Background: an optimization exercise with open tools, aiming at small area, a short achievable clock period and few clock cycles. Do not read the settings as production practice.
No functional check of the RTL was part of this run.
Power and IR drop assume default switching activity.

[design/flow/design.v]
module uint_to_decimal_ascii_core (
    input  logic         i_clk,
    input  logic         i_rst_n,
    input  logic         in_valid,
    output logic         in_ready,
    input  logic [31:0]  in_value,
    output logic         out_valid,
    input  logic         out_ready,
    output logic [5:0]   out_char,
    output logic         out_last
);
    function automatic logic [3:0] add3(input logic [3:0] d);
        add3[3] = d[3] | (d[2] & (d[1] | d[0]));
        add3[2] = (d[2] & !d[1] & !d[0]) | (d[3] & d[0]);
        add3[1] = (!d[2] & d[1]) | (d[2] & d[1] & d[0]) | (d[3] & !d[0]);
        add3[0] = (!d[3] & !d[2] & d[0]) | (d[2] & d[1] & !d[0]) | (d[3] & !d[0]);
    endfunction
    function automatic logic [38:0] dd4(input logic [38:0] bcd, input logic [3:0] nib);
        logic [38:0] b;
        b = bcd;
        for (int s = 3; s >= 0; s--) begin
            for (int j = 0; j < 9; j++) b[4*j +: 4] = add3(b[4*j +: 4]);
            b = {b[37:0], nib[s]};
        end
        dd4 = b;
    endfunction
    function automatic logic [3:0] lead_digit(input logic [39:0] bcd);
        logic [3:0] k;
        k = '0;
        for (int j = 1; j < 10; j++) begin
            if (bcd[4*j +: 4] != 4'd0) k = 4'(j);
        end
        lead_digit = k;
    endfunction
    logic [31:0] r_b;         
    logic [2:0]  r_fidx;      
    logic        r_bvalid;    
    logic        r_bfirst;    
    logic        r_in_ready;
    logic [2:0] top, fidx;
    always_comb begin
        top = '0;
        for (int k = 2; k < 8; k++) begin
            if (r_b[4*k +: 4] != 4'd0) top = 3'(k - 1);
        end
    end
    assign fidx = r_bfirst ? top : r_fidx;
    logic [3:0]  r_nib;       
    logic [4:0]  r_nhb;       
    logic        r_nv, r_nfirst, r_nlast;
    logic [38:0] r_cb;
    logic        r_cb_done;
    logic [38:0] r_ob;
    logic [3:0]  r_ob_ptr;
    logic        r_ob_full;
    logic        r_ovalid, r_olast, r_svalid, r_slast;
    logic [3:0]  r_odig, r_sdig;
    logic push, ob_free, cb_move, stall, step, fetch, take, o_free;
    logic [3:0]  f_nib, f_nhi;
    logic [3:0]  ob_dig;
    logic [39:0] ob_x;
    logic [35:0] b_up;    
    assign push    = r_ob_full && !r_svalid;
    assign ob_free = !r_ob_full || (push && r_ob_ptr == 4'd0);
    assign cb_move = r_cb_done && ob_free;
    assign stall   = r_nv && r_nfirst && r_cb_done && !cb_move;
    assign step    = r_nv && !stall;
    assign fetch   = r_bvalid && !stall;
    assign take    = in_valid && r_in_ready;
    assign b_up  = {8'd0, r_b[31:4]};
    assign f_nib = r_b[4*fidx +: 4];
    assign f_nhi = b_up[4*fidx +: 4];
    assign ob_x  = {1'b0, r_ob};
    assign ob_dig = ob_x[4*r_ob_ptr +: 4];
    logic n_bvalid, n_bfirst, n_nv, n_nfirst, n_cb_done, n_ob_full, n_stall, n_ready_nt;
    logic [2:0] n_fidx;
    logic b_free;
    assign b_free = !r_bvalid || (fetch && fidx == 3'd0);
    always_comb begin
        n_bvalid = r_bvalid;
        n_bfirst = r_bfirst;
        n_fidx   = r_fidx;
        n_nv     = fetch || (r_nv && stall);
        n_nfirst = fetch ? r_bfirst : r_nfirst;
        if (fetch) begin
            n_bfirst = 1'b0;
            n_fidx   = fidx - 3'd1;
            if (fidx == 3'd0) n_bvalid = 1'b0;
        end
        if (b_free) begin
            n_bfirst = 1'b1;
        end
        n_cb_done = (r_cb_done && !cb_move) || (step && r_nlast);
        n_ob_full = (r_ob_full && !(push && r_ob_ptr == 4'd0)) || cb_move;
        n_stall   = n_nv && n_nfirst && n_cb_done && n_ob_full;
        n_ready_nt = !n_bvalid || ((fetch ? fidx == 3'd1 : fidx == 3'd0) && !n_stall);
        if (take) n_bvalid = 1'b1;
    end
    assign o_free = !r_ovalid || out_ready;
    always_ff @(posedge i_clk) begin
        if (!i_rst_n) begin
            r_bvalid   <= 1'b0;
            r_nv       <= 1'b0;
            r_in_ready <= 1'b0;
            r_cb_done  <= 1'b0;
            r_ob_full  <= 1'b0;
            r_ovalid   <= 1'b0;
            r_svalid   <= 1'b0;
        end else begin
            r_bvalid   <= n_bvalid;
            r_nv       <= n_nv;
            r_in_ready <= !take && n_ready_nt;
            r_cb_done  <= n_cb_done;
            r_ob_full  <= n_ob_full;
            if (o_free) begin
                r_ovalid <= r_svalid || push;
                r_svalid <= 1'b0;
            end else if (push) begin
                r_svalid <= 1'b1;
            end
        end
    end
    always_ff @(posedge i_clk) begin
        if (b_free) begin
            r_b <= in_value;
        end
        r_fidx   <= n_fidx;
        r_bfirst <= n_bfirst;
        r_nfirst <= n_nfirst;
        if (fetch) begin
            r_nib   <= f_nib;
            r_nhb   <= {(f_nhi >= 4'd10), f_nhi - ((f_nhi >= 4'd10) ? 4'd10 : 4'd0)};
            r_nlast <= (fidx == 3'd0);
        end
        if (step) begin
            r_cb <= dd4(r_nfirst ? {34'd0, r_nhb} : r_cb, r_nib);
        end
        if (cb_move) begin
            r_ob     <= r_cb;
            r_ob_ptr <= lead_digit({1'b0, r_cb});
        end else if (push) begin
            r_ob_ptr <= r_ob_ptr - 4'd1;
        end
        if (o_free) begin
            r_odig  <= r_svalid ? r_sdig : ob_dig;
            r_olast <= r_svalid ? r_slast : (r_ob_ptr == 4'd0);
        end else if (push) begin
            r_sdig  <= ob_dig;
            r_slast <= (r_ob_ptr == 4'd0);
        end
    end
    assign in_ready  = r_in_ready;
    assign out_valid = r_ovalid;
    assign out_char  = {2'b11, r_odig};
    assign out_last  = r_olast;
endmodule
[design/flow/flow/run.sh]
#!/bin/bash
# The standard layout (standard.sh: the standard flow's synthesis and the ORFS flow), changed in how
# it is made only:
#  - synthesis runs flow/synth.tcl, which is synth_recipe.tcl with ABC's mapping script
#    replaced by flow/abc_area2.script (same registers, smaller logic);
#  - the timing repair aims for SETUP_SLACK_MARGIN ns of setup slack, so that the achieved
#    period comes out well below the clock period;
#  - each port gets the smallest buffer cell (repair may still resize it).
# The make output (all tools) goes to flow_make.log; ORFS keeps each step's log under orfs/logs.
set -euo pipefail
export SETUP_SLACK_MARGIN=${MARGIN:-7.6}
export BUFFER_PORTS_ARGS="-buffer_cell sky130_fd_sc_hd__buf_1"
here=$(pwd)
sed "s#SYNTH_SCRIPT=[^ ]*#SYNTH_SCRIPT=${here}/flow/synth.tcl#" standard.sh > flow_standard.sh
grep -q "SYNTH_SCRIPT=${here}/flow/synth.tcl" flow_standard.sh
bash flow_standard.sh > flow_make.log 2>&1
[design/flow/flow/abc_area2.script]
strash
dch -f
map -a
mfs2
strash
dch -f
map -a
topo
stime -c
buffer -c
dnsize -c
[design/flow/flow/synth.tcl]
# The standard flow's synthesis (synth_recipe.tcl in the work folder), with its final ABC mapping run with
# abc_area2.script (an area-oriented script with two choice/mapping rounds and mfs2) in
# place of ORFS's abc_area.script. Registers and everything else are as synth_recipe.tcl makes
# them.
set ::own_flow_dir [file dirname [file normalize [info script]]]
proc abc {args} {
  set i [lsearch -exact $args -script]
  if {$i >= 0} {
    lset args [expr {$i + 1}] [file join $::own_flow_dir abc_area2.script]
  }
  yosys abc {*}$args
}
source [file join [file dirname $::own_flow_dir] synth_recipe.tcl]
[design/flow/standard.sh]
#!/bin/bash
# synth_recipe.tcl (not shown) runs the flow's synth.tcl, then flattens the netlist and writes it again
# the make line also repeats each setting of config.mk as NAME=value (left out here)
make -C /OpenROAD-flow-scripts/flow DESIGN_CONFIG=/design/flow/config.mk WORK_HOME=/design/flow/orfs CLKGATE_MAP_FILE= SYNTH_SCRIPT=/design/flow/synth_recipe.tcl "${@:-finish}"
[design/flow/config.mk]
export PLATFORM = sky130hd
export DESIGN_NAME = uint_to_decimal_ascii_core
export DESIGN_NICKNAME = uint_to_decimal_ascii_core
export VERILOG_FILES = /design/flow/design.v
export SDC_FILE = /design/flow/constraint.sdc
export NUM_CORES = 4
export LEC_CHECK = 0
export ABC_AREA = 1
export CAP_MARGIN = 20
export CORE_MARGIN = 2
export CORE_UTILIZATION = 55
export CTS_BUF_LIST = sky130_fd_sc_hd__clkbuf_8
export PLACE_DENSITY = 0.65
export SLEW_MARGIN = 20
[design/flow/constraint.sdc]
create_clock -name core_clock -period 11.0 [get_ports {i_clk}]
set_input_delay 2.2000 -clock core_clock [delete_from_list [all_inputs] [get_ports {i_clk}]]
set_output_delay 2.2000 -clock core_clock [all_outputs]
set_load 0.01 [all_outputs]
==> load_flow_metrics.sql <==
INSERT INTO impl_metrics (metric_group, metric, value, unit) VALUES
('timing', 'period_share', '0.295', ''),
('power_and_ir_drop', 'vdd_ir_drop_max', '0.0828', 'mV'),
('die', 'initial_utilization', '0.555', ''),
('synth', 'synth.avg_cell_area', '8.49', 'sq um'),
('critical_path', 'critical_path_end_type', 'flip-flop', ''),
('die', 'row_count', '44', ''),
('route', 'drt_wl_total', '19100', 'um'),
('grt', 'global_routing_usage_summed_across_all_routing_layers', '0.246', ''),
('final_layout', 'syn_to_final_growth', '13.4', '%'),
('final_layout', 'most-common-layout-cells', 'sky130_fd_sc_hd__inv_1 (163), sky130_fd_sc_hd__nand2_1 (142), sky130_fd_sc_hd__edfxtp_1 (137), sky130_fd_sc_hd__nor2_1 (128), sky130_fd_sc_hd__o21ai_0 (100)', ''),
('timing', 'fmax', '308', 'MHz'),
('clock_tree', 'cts.htree.levels', '4', ''),
('final_layout', 'multiInputGateArea', '0.00304', 'sq mm'),
('grt', 'grt_start_max_net_pins', '43', ''),
('status', 'result_of_the_run', 'complete, no violations', ''),
('die', 'num_io_pins', '45', ''),
('grt', 'global_route_wire_length_before_repair', '30700', 'um'),
('placement', 'placed_cells_incl_taps', '1147', ''),
('critical_path', 'cp.arrival', '3.45', 'ns'),
('placement', 'post-dp-hpwl', '13200', 'um'),
('synth', 'yosys_warnings', '1', ''),
('route', 'drc', '0', ''),
('grt', 'grt_pass1_vias', '6495', ''),
('synth', 'ys_seq_elements', '146', ''),
('final_layout', 'nets', '1045', ''),
('grt', 'grt_antenna_before_repair', '0', ''),
('final_layout', 'antenna_cells_inserted', '0', ''),
('clock_tree', 'clk_root_buffer_cell', 'sky130_fd_sc_hd__clkbuf_8', ''),
('synth', 'post_synth_num_cell_types', '37', ''),
('timing', 'report.final.hold_viol_count', '0', ''),
('synth', 'synthCells', '939', ''),
('critical_path', 'cp.required', '11.21', 'ns'),
('clock_tree', 'clkSlewWorstSetupHoldPaths', '0.08', 'ns'),
('clock_tree', 'clock_buffer_count_from_cts', '17', ''),
('die', 'die_wd', '124', 'um'),
('final_layout', 'layout.cell_area.non_filler', '0.00905', 'sq mm'),
('timing', 'report.final.slew_viol_count', '0', ''),
('final_layout', 'fillerInstances', '1196', ''),
('timing', 'finClkSkew', '0.0106', 'ns'),
('final_layout', 'regArea', '0.00430', 'sq mm'),
('power_and_ir_drop', 'power.density_cell_area', '174', 'mW/mm^2'),
('route', 'routed-via-count', '6927', ''),
('route', 'first_pass_iteration_count_of_the_detailed_router', '6', ''),
('route', 'post_drt_wl_per_cell', '15.9', 'um'),
('run', 'max-cap-violations', '0', ''),
('power_and_ir_drop', 'total_power', '0.00157', 'W'),
('clock_tree', 'clkLatencyLatePin', '0.45', 'ns'),
('die', 'design.core.area', '0.0144', 'sq mm'),
('timing', 'grt_setup_unrepaired', 'yes', ''),
('critical_path', 'startpoint_to_endpoint_class_of_the_critical_path', 'flip-flop to flip-flop', ''),
('timing', 'min_period', '3.24', 'ns'),
('clock_tree', 'cts_num_sinks', '146', ''),
('final_layout', 'post_route_cells_drive_above_1_share', '0.0728', ''),
('placement', 'place.gp.congestion', '0.886', ''),
('route', 'initialDrtViolationCount', '716', ''),
('clock_tree', 'cts_tree', 'done', ''),
('timing', 'post-route-worst-setup-slack', '7.76', 'ns'),
('final_layout', 'layout_commonest_cell', 'sky130_fd_sc_hd__inv_1', ''),
('final_layout', 'finalNonFillerCells', '1200', ''),
('min_path', 'min-delay-path-class', 'flip-flop to flip-flop', ''),
('timing', 'worst_slew_pin_tran', '0.778', 'ns'),
('route', 'drt.antenna.violating_nets', '0', ''),
('placement', 'placed_area', '0.00832', 'sq mm'),
('die', 'die_area', '0.0155', 'sq mm'),
('die', 'fp.dieH', '124', 'um'),
('critical_path', 'worstSetupStartpointType', 'flip-flop', ''),
('clock_tree', 'cts-root-to-sink-buffers', '2', ''),
('timing', 'timing.final.setup_violations', '0', ''),
('placement', 'numPortBuffers', '42', ''),
('placement', 'preCtsSetupSlack', '6.77', 'ns'),
('grt', 'gr-total-overflow', '0', ''),
('synth', 'ys_seq_area_frac', '0.539', ''),
('power_and_ir_drop', 'total_leakage_power', '3.61', 'nW'),
('route', 'vias_per_cell', '5.77', ''),
('critical_path', 'cp_max_fo', '14', ''),
('timing', 'slew-limit-headroom', '0.476', ''),
('timing', 'fin_tns_setup', '0', 'ns'),
('synth', 'synthesized_cell_area', '0.00797', 'sq mm');
## repair_timing
action	4_1_cts	5_1_grt
setup endpoints to repair	110	69
resized for setup	14	12
hold buffers	0	0
cloned	3	2
pin swaps	0	1
setup buffers	11	5
## logic make-up after synthesis
family,after synthesis,share of synthesized area
simple gates,359,0.185
compound gates,236,0.172
buf+inv,187,0.0898
flops,146,0.539
fa+ha+maj,6,0.00941
xor+xnor,4,0.00439
other cells,1,0.000470
## worst max-delay path, cell delays in order (launching register included)
cell,delay (ns)
sky130_fd_sc_hd__edfxtp_1,0.47
sky130_fd_sc_hd__nor4_4,0.42
sky130_fd_sc_hd__a21oi_1,0.12
sky130_fd_sc_hd__o21ai_0,0.16
sky130_fd_sc_hd__nand2_1,0.08
sky130_fd_sc_hd__o21ai_2,0.10
sky130_fd_sc_hd__buf_6,0.15
sky130_fd_sc_hd__clkinvlp_4,0.06
sky130_fd_sc_hd__buf_4,0.18
sky130_fd_sc_hd__nand2_1,0.06
sky130_fd_sc_hd__o21ai_0,0.09
sky130_fd_sc_hd__o211ai_1,0.26
sky130_fd_sc_hd__o21ai_0,0.16
sky130_fd_sc_hd__a21boi_1,0.17
sky130_fd_sc_hd__ha_1,0.19
sky130_fd_sc_hd__ha_1,0.18
sky130_fd_sc_hd__xnor2_1,0.12
## cell usage after synthesis
cell                       instances  area, sq um
sky130_fd_sc_hd__nor2_1          130          488
sky130_fd_sc_hd__a311oi_1          1         8.76
sky130_fd_sc_hd__a31oi_1          13         81.3
sky130_fd_sc_hd__o31ai_1           2         15.0
sky130_fd_sc_hd__o21a_1            4         30.0
sky130_fd_sc_hd__o41ai_1           1         8.76
sky130_fd_sc_hd__o221ai_1          8         70.1
sky130_fd_sc_hd__buf_2             5         25.0
sky130_fd_sc_hd__o21ai_0         103          515
sky130_fd_sc_hd__o32ai_1           1         8.76
sky130_fd_sc_hd__o22ai_1          23          144
sky130_fd_sc_hd__nor3_1           10         50.1
sky130_fd_sc_hd__dfxtp_1           9          180
sky130_fd_sc_hd__o211ai_1          5         37.5
sky130_fd_sc_hd__clkbuf_1         15         56.3
sky130_fd_sc_hd__xor2_1            2         17.5
sky130_fd_sc_hd__a22oi_1           6         45.0
sky130_fd_sc_hd__a21oi_1          52          260
sky130_fd_sc_hd__ha_1              6         75.1
sky130_fd_sc_hd__edfxtp_1        137         4110
sky130_fd_sc_hd__a32o_1            3         30.0
sky130_fd_sc_hd__o311ai_0          2         17.5
sky130_fd_sc_hd__buf_1             1         3.75
sky130_fd_sc_hd__a32oi_1           8         70.1
sky130_fd_sc_hd__a21boi_0          1         7.51
sky130_fd_sc_hd__conb_1            1         3.75
sky130_fd_sc_hd__buf_4             2         15.0
sky130_fd_sc_hd__or2_2             4         25.0
sky130_fd_sc_hd__nand4_1           4         25.0
sky130_fd_sc_hd__nor4_1            6         37.5
sky130_fd_sc_hd__and3_1            2         12.5
sky130_fd_sc_hd__nand2_1         142          533
sky130_fd_sc_hd__inv_1           164          616
sky130_fd_sc_hd__nand3_1          61          305
sky130_fd_sc_hd__a221oi_1          1         8.76
sky130_fd_sc_hd__xnor2_1           2         17.5
sky130_fd_sc_hd__a211oi_1          2         15.0
## per-stage QoR
step	hold slack, ns	utilization
floorplan	0.400	-
detailed placement	0.429	0.579
finish	0.445	0.630
CTS	0.436	0.623
global route	0.446	0.630
global placement	0.415	0.577
## area by class of cell
type                       count  area share
clock inverter                13      0.0239
multi-input combinational    607       0.336
tap                          184      0.0254
sequential                   146       0.475
inverter                     164      0.0701
clock buffer                  19      0.0289
timing repair buffer          63      0.0376
timing repair inverter         4     0.00277
## registers in the layout, indices dropped and copies added, names as in the netlist, 3 cells and up
signal / cells
r_odig: 4
r_nhb: 5
r_cb: 39
r_b: 32
r_ob_ptr: 4
r_ob: 39
r_nib: 4
r_sdig: 4
r_fidx: 3
## metal layers
layer	wire [um]	vias up	track usage
met2	8930	253	0.392
li1	-	3365	-
met1	8670	3280	0.335
met4	303	0	0.0820
met5	0	-	0
met3	1230	29	0.0580
## path summary, 6_finish.rpt
check / start / end / slack, ns / cells past startpoint
worst max-delay path: r_b[15] / r_nhb[3] / 7.76 / 16
worst max register to register: r_b[15] / r_nhb[3] / 7.76 / 16
worst min register to register: r_nib[0] / r_cb[0] / 0.44 / 0
worst min-delay path: r_nib[0] / r_cb[0] / 0.44 / 0
## report_power, final
| group | internal [W] | leakage [nW] | switching (W) |
|---|---|---|---|
| Clock | 0.000302 | 0.256 | 0.000202 |
| Sequential | 0.000660 | 1.38 | 0.0000269 |
| Combinational | 0.000123 | 1.98 | 0.000255 |

separate check: timing with driven ports:
The flow's constraints put no driver on any port. The routed layout listed below was extracted and timed again, unchanged, in two steps.
Step 1 (the two cells are an assumption about what drives the block):
set clk [get_ports {i_clk}]
set_driving_cell -lib_cell sky130_fd_sc_hd__clkbuf_16 $clk
set_driving_cell -lib_cell sky130_fd_sc_hd__buf_2 [delete_from_list [all_inputs] $clk]
Step 2 adds t to the input delays and takes it off the output delays; t is the mean of the earliest and latest rising clock arrival at the registers after step 1. Input paths then give back, and output paths get back, about the clock's delay inside the block.
Slacks: ideal / step 1 / step 2; pairs: ideal / step 1.
t, ns: 0.486
setup slack, ns: 7.757 / 7.757 / 7.494
worst setup path at the end: input to register
latest minus earliest clock arrival (ns): 0.011 / 0.011
After both steps setup and hold are still met in this run. For this run, drivers alone change the setup slack by 0.000 ns; drivers and shift together by -0.263 ns.
